This design comes from an exercise in tuning for small area, a short achievable clock period and few clock cycles per item on the open sky130 flow, not from production work.
In this exercise RTL edits were held to simulation tests only and were not proved equivalent to the original.

==> flow/design.v (outline; a module is shown in full before it is edited, if it fits) <==
// module radial_alpha_falloff_unit: 1591 lines
module radial_alpha_falloff_unit (
	input  logic        clk,
	input  logic        arst_n,
	input  logic        cfg_we,
	input  logic [0:0]  cfg_index,
	input  logic [23:0] cfg_data,
	input  logic        s_tvalid,
	output logic        s_tready,
	input  logic [23:0] s_tdata,
	output logic        m_tvalid,
	input  logic        m_tready,
	output logic [7:0]  m_tdata
);
  // ...
==> flow/run.sh <==
#!/bin/bash
# synth_recipe.tcl (not shown) runs the flow's synth.tcl, then flattens the netlist and writes it again
# the make line also repeats each setting of config.mk as NAME=value (left out here)
make -C /OpenROAD-flow-scripts/flow DESIGN_CONFIG=/design/flow/config.mk WORK_HOME=/design/flow/orfs CLKGATE_MAP_FILE= SYNTH_SCRIPT=/design/flow/synth_recipe.tcl finish
==> flow/config.mk <==
export PLATFORM = sky130hd
export DESIGN_NAME = radial_alpha_falloff_unit
export DESIGN_NICKNAME = radial_alpha_falloff_unit
export VERILOG_FILES = /design/flow/design.v
export SDC_FILE = /design/flow/constraint.sdc
export NUM_CORES = 4
export LEC_CHECK = 0
export CAP_MARGIN = 50
export CORE_MARGIN = 2
export CORE_UTILIZATION = 40
export SLEW_MARGIN = 70
==> flow/constraint.sdc <==
create_clock -name core_clock -period 11.0 [get_ports {clk}]
set_input_delay 2.2000 -clock core_clock [delete_from_list [all_inputs] [get_ports {clk}]]
set_output_delay 2.2000 -clock core_clock [all_outputs]
set_load 0.01 [all_outputs]
==> results.sh, run 1 <==
export IMPL_dominant_cells="multi-input gates"
export IMPL_rows=146
export IMPL_fp_dieArea_um2=162000
export IMPL_status="finished clean"
export IMPL_report_final_slew_viol_count=0
export IMPL_postRouteWirelength_um=129600
export IMPL_fp_dieH_um=402.5
export IMPL_top_usage_layer="met2"
export IMPL_layout_nonclk_buf_share_pct=1.645
export IMPL_vias=40690
export IMPL_mostFrequentLayoutCells="753 x sky130_fd_sc_hd__dfxtp_1, 732 x sky130_fd_sc_hd__inv_1, 466 x sky130_fd_sc_hd__ha_1, 362 x sky130_fd_sc_hd__fa_1, 353 x sky130_fd_sc_hd__xnor2_1"
export IMPL_synth_seq_area_share_pct=41.33
export IMPL_clkbuf_count=172
export IMPL_post_syn_nets=6677
export IMPL_post_synth_inst_count=5795
export IMPL_wl_per_cell_um=16.25
export IMPL_timing_reg2reg_setup_slack_ps=7080
export IMPL_grt_start_max_net_pins=36
export IMPL_leading_cell_type_in_the_layout_fill_and_taps_excluded="sky130_fd_sc_hd__dfxtp_1"
export IMPL_syn_area_um2=63540
export IMPL_ys_ff_latch=1164
export IMPL_path_depth=14
export IMPL_clock_tree_area_fraction_pct=6.193
export IMPL_first_global_vias=42350
export IMPL_grt_total_usage_pct=16.13
export IMPL_number_of_antenna_violations_at_the_first_check_in_global_routing=3
export IMPL_num_multi_input_gates=3645
export IMPL_cp_buffers_inverters=1
export IMPL_synthXorXnorAreaFrac_pct=6.451
export IMPL_max_clock_freq_mhz=255.2
export IMPL_design_area_um2=71420
export IMPL_r2r_worst_path_cells=14
export IMPL_main_combinational_cell_family_by_area_after_synthesis="adder cells"
export IMPL_ys_warn_count=1
export IMPL_async_flop_share_pct=7.216
export IMPL_crit_path_end_kind="flip-flop"
export IMPL_well_tap_count=2072
Testbench counts, summed over its fixed seeds: cycles 16,896, items 16,000.
==> inputs of run 2 (changes only) <==
==> flow/flow/run.sh (new file) <==
#!/bin/bash
# Layout: the standard flow (standard.sh, synthesis unchanged), with two changes:
# the ports are buffered with buf_4 cells instead of the delay buffers that
# buffer_ports picks by default, and timing repair works toward a 3.5 ns target
# (a setup margin of 7.5 ns against the 11 ns clock). The SDC is not changed.
# make's full output goes to standard_flow.log here; ORFS keeps each step's log
# under orfs/logs/.
set -euo pipefail
bash standard.sh SETUP_SLACK_MARGIN=7.5 "BUFFER_PORTS_ARGS=-buffer_cell sky130_fd_sc_hd__buf_4" finish > standard_flow.log 2>&1
==> flow/standard.sh (new file) <==
#!/bin/bash
# synth_recipe.tcl (not shown) runs the flow's synth.tcl, then flattens the netlist and writes it again
# the make line also repeats each setting of config.mk as NAME=value (left out here)
make -C /OpenROAD-flow-scripts/flow DESIGN_CONFIG=/design/flow/config.mk WORK_HOME=/design/flow/orfs CLKGATE_MAP_FILE= SYNTH_SCRIPT=/design/flow/synth_recipe.tcl "${@:-finish}"
removed: flow/run.sh
==> run 2 against run 1 <==
Compared with the run above: still clean; first-iteration DRC count fell by 11%; non-clock buffer count rose by 89; die area did not move; routed wire length rose by 3.8%; maximum frequency rose by 10%; cell count rose by 1.3%; clock-buffer cell count did not move; register-to-register slack improved by 420 ps; critical path depth fell by 13; largest cell class unchanged; highest routed layer unchanged.
==> results.sh, run 2 <==
export IMPL_grtUsageMet2_pct=27.23
export IMPL_top_usage_layer="met2"
export IMPL_setup_worst_path_class="flip-flop to output port"
export IMPL_synth_to_final_area_change_pct=15.40
export IMPL_final_period_utilization_pct=32.25
export IMPL_synth_enable_flop_cells=252
export IMPL_finClkSkew_ps=51.13
export IMPL_registers_top_by_ff_count="fifo_q"
export IMPL_grtUsageMet3_pct=3.307
export IMPL_report_final_hold_viol_count=0
export IMPL_fp_dieH_um=402.5
export IMPL_crit_path_end_kind="output port"
export IMPL_post_route_cells_drive_above_1_share_pct=16.56
export IMPL_max_clock_freq_mhz=281.9
export IMPL_wl_per_cell_um=16.66
export IMPL_number_of_antenna_violations_at_the_first_check_in_global_routing=2
export IMPL_synth_most_common_cell="sky130_fd_sc_hd__dfxtp_1"
export IMPL_report_final_slew_viol_count=0
export IMPL_postRouteWirelength_um=134500
export IMPL_holdCritPathClass="flip-flop to flip-flop"
export IMPL_cts_tree="yes"
export IMPL_cts_htree_levels=4
export IMPL_timing_setup_tns_ps=0
export IMPL_grt_pass1_wl_um=219300
export IMPL_avgSynthCellArea_um2=10.96
export IMPL_core_region_area_um2=158000
export IMPL_unrepaired_setup_endpoints_after_global_routing="true"
export IMPL_ys_ff_latch=1164
export IMPL_rows=146
export IMPL_largest_reg_flops=224
export IMPL_max_cap_viol_count=0
export IMPL_first_global_vias=42600
export IMPL_ys_warn_count=1
export IMPL_design_portCount=64
export IMPL_max_stage_delay_ps=440
export IMPL_worstSetupStartpointType="flip-flop"
export IMPL_clock_tree_buffer_depth=3
export IMPL_status="finished clean"
export IMPL_start_util_pct=40.21
export IMPL_design_final_nets=6777
export IMPL_cp_launch_point="s_rdy_q"
export IMPL_r2r_end="rem16_s16[10]"
export IMPL_vias_per_cell=5.117
export IMPL_crit_reg2reg_launch="rem15_s15[0]"
export IMPL_yosys_area_top_type_share_pct=26.09
export IMPL_reg_largest_list="fifo_q x224, mb_s21 x44, ma_s21 x43"
export IMPL_timing_reg2reg_setup_slack_ps=7500
export IMPL_post_syn_nets=6677
export IMPL_critical_path_slowest_cell="sky130_fd_sc_hd__dfrtp_1"
export IMPL_gpl_final_weighted_congestion=0.8314
export IMPL_clock_insertion_delay_worst_skew_ps=770
export IMPL_grt_use_met1_pct=21.72
export IMPL_cts_buffers=131
export IMPL_floorplan_die_width_um=402.5
export IMPL_initialDrtViolationCount=2231
export IMPL_ys_flop_type="sky130_fd_sc_hd__dfxtp_1"
export IMPL_worstPathCellList="buf_6"
export IMPL_globalRouteOverflowTotal=0
export IMPL_grt_total_usage_pct=16.46
export IMPL_r2r_worst_path_cells=15
export IMPL_post_synth_inst_count=5795
export IMPL_first_pass_iters=6
export IMPL_timing_critical_path_fanout_max=2
export IMPL_dp_final_hpwl_um=96070
export IMPL_fp_dieArea_um2=162000
export IMPL_synth_top_cells_by_count="828 x sky130_fd_sc_hd__dfxtp_1, 735 x sky130_fd_sc_hd__inv_1, 466 x sky130_fd_sc_hd__ha_1, 362 x sky130_fd_sc_hd__fa_1, 355 x sky130_fd_sc_hd__xnor2_1"
export IMPL_drc=0
export IMPL_required_ps=8800
export IMPL_port_buffer_count=59
export IMPL_cp_endpoint="s_tready"
export IMPL_clkTransAtPathRegs_ps=60
export IMPL_cp_buffers_inverters=1
export IMPL_synth_seq_area_share_pct=41.33
export IMPL_synth_area_leaders="sky130_fd_sc_hd__dfxtp_1 26%, sky130_fd_sc_hd__edfxtp_1 12%, sky130_fd_sc_hd__fa_1 11%"
export IMPL_grt_start_max_net_pins=51
export IMPL_numClockSinks=1164
export IMPL_synthDistinctLibCells=87
export IMPL_antenna_cells=0
export IMPL_synth_top_cell_by_area="sky130_fd_sc_hd__dfxtp_1"
export IMPL_final_setup_viol_count=0
export IMPL_cp_top_family="flip-flops"
export IMPL_async_flop_share_pct=7.216
export IMPL_leading_cell_type_in_the_layout_fill_and_taps_excluded="sky130_fd_sc_hd__dfxtp_1"
export IMPL_drt_antenna_violating_nets=0
export IMPL_vias=41320
export IMPL_syn_area_um2=63540
export IMPL_finalWorstPathRequiredPeriod_ps=3548
export IMPL_final_util_pct=46.40
export IMPL_path_depth=1
export IMPL_final_hold_slack_ps=322.8
export IMPL_mostFrequentLayoutCells="749 x sky130_fd_sc_hd__dfxtp_1, 721 x sky130_fd_sc_hd__inv_1, 457 x sky130_fd_sc_hd__ha_1, 352 x sky130_fd_sc_hd__xnor2_1, 348 x sky130_fd_sc_hd__fa_1"
export IMPL_cts_root_buffer="sky130_fd_sc_hd__clkbuf_16"
export IMPL_arrival_time_worst_endpoint_ps=1350
==> run 2: through the flow <==
step / cell area [um^2] / setup WS (ps) / cells
3_3_place_gp: 65970 / 6370 / 7706
2_1_floorplan: 63640 / 7240 / 5795
6_report: 73320 / 7452 / 8076
3_5_place_dp: 66720 / 7018 / 7732
5_1_grt: 73320 / 7296 / 8076
4_1_cts: 72000 / 7392 / 8024
==> run 2: layout make-up <==
type,instances,area [um^2]
clock buffers,172,3645
clock inverters,70,1023
inverters,740,2805
repair buffers,210,1924
flip-flops and latches,1164,26520
fillers,14230,84690
multi-input cells,3648,34810
well taps,2072,2592
==> run 2: kinds of logic after synthesis <==
| group | after synthesis | synth area share (%) |
|---|---|---|
| flip-flops | 1164 | 41.33 |
| AO/OA/AOI/OAI | 1057 | 11.99 |
| AND/OR/NAND/NOR | 1050 | 8.425 |
| buffers and inverters | 986 | 5.849 |
| adder cells (fa/ha/maj) | 828 | 20.58 |
| XOR/XNOR | 468 | 6.451 |
| multiplexers | 241 | 5.366 |
| other | 1 | 0.005902 |
==> run 2: routing by layer <==
layer / wire length, um / share of wire [%] / vias up
li1: - / - / 19980
met1: 60690 / 45 / 20100
met2: 62810 / 47 / 981
met3: 7770 / 5.8 / 255
met4: 3227 / 2.4 / 4
met5: 29 / 0.022 / -
==> run 2: worst min-delay path by stage <==
| stage | from | endpoint | depth (start not counted) |
|---|---|---|---|
| floorplan | full_s22 | full_s23 | 0 |
| global placement | n0_s3[5] | n3_s4[5] | 0 |
| detailed placement | n3_s4[7] | n5_s5[7] | 0 |
| CTS | n6_s6[3] | n7_s7[3] | 0 |
| global route | n7_s7[4] | n8_s8[4] | 0 |
| finish | n6_s6[3] | n7_s7[3] | 0 |
==> run 2: timing repair <==
action                                  4_1_cts  5_1_grt
resized for setup                            56      172
cloned                                        3        2
hold buffers                                  0        0
pin swaps                                    18       99
endpoints found under the setup margin      111      284
buffers inserted                             47       44

re-timing with driven ports:
No port has a modelled driver above. Below, the same layouts with a new extraction and two added sets of constraints. Step 1 assumes that a clkbuf_16 drives the clock port and a buf_2 every other input. Step 2, shift: input delay + t, output delay - t, t = (earliest + latest rising clock arrival at the registers) / 2. This alone moves slack from input paths to output paths. Three values: ideal, step 1, step 2; two values: the first two.
run	t (ns)	slack for setup (ns)	slew at the worst register clock pin (ns)	cell pins on the clock port's net
run 1	0.812	7.081 / 7.081 / 6.449	0.07 / 0.07	1
run 2	0.827	7.452 / 7.371 / 7.009	0.07 / 0.07	1
After both steps every run listed still meets setup and hold. For run 1, which loses most, drivers alone change the setup slack by 0.000 ns; drivers and shift together by -0.632 ns.
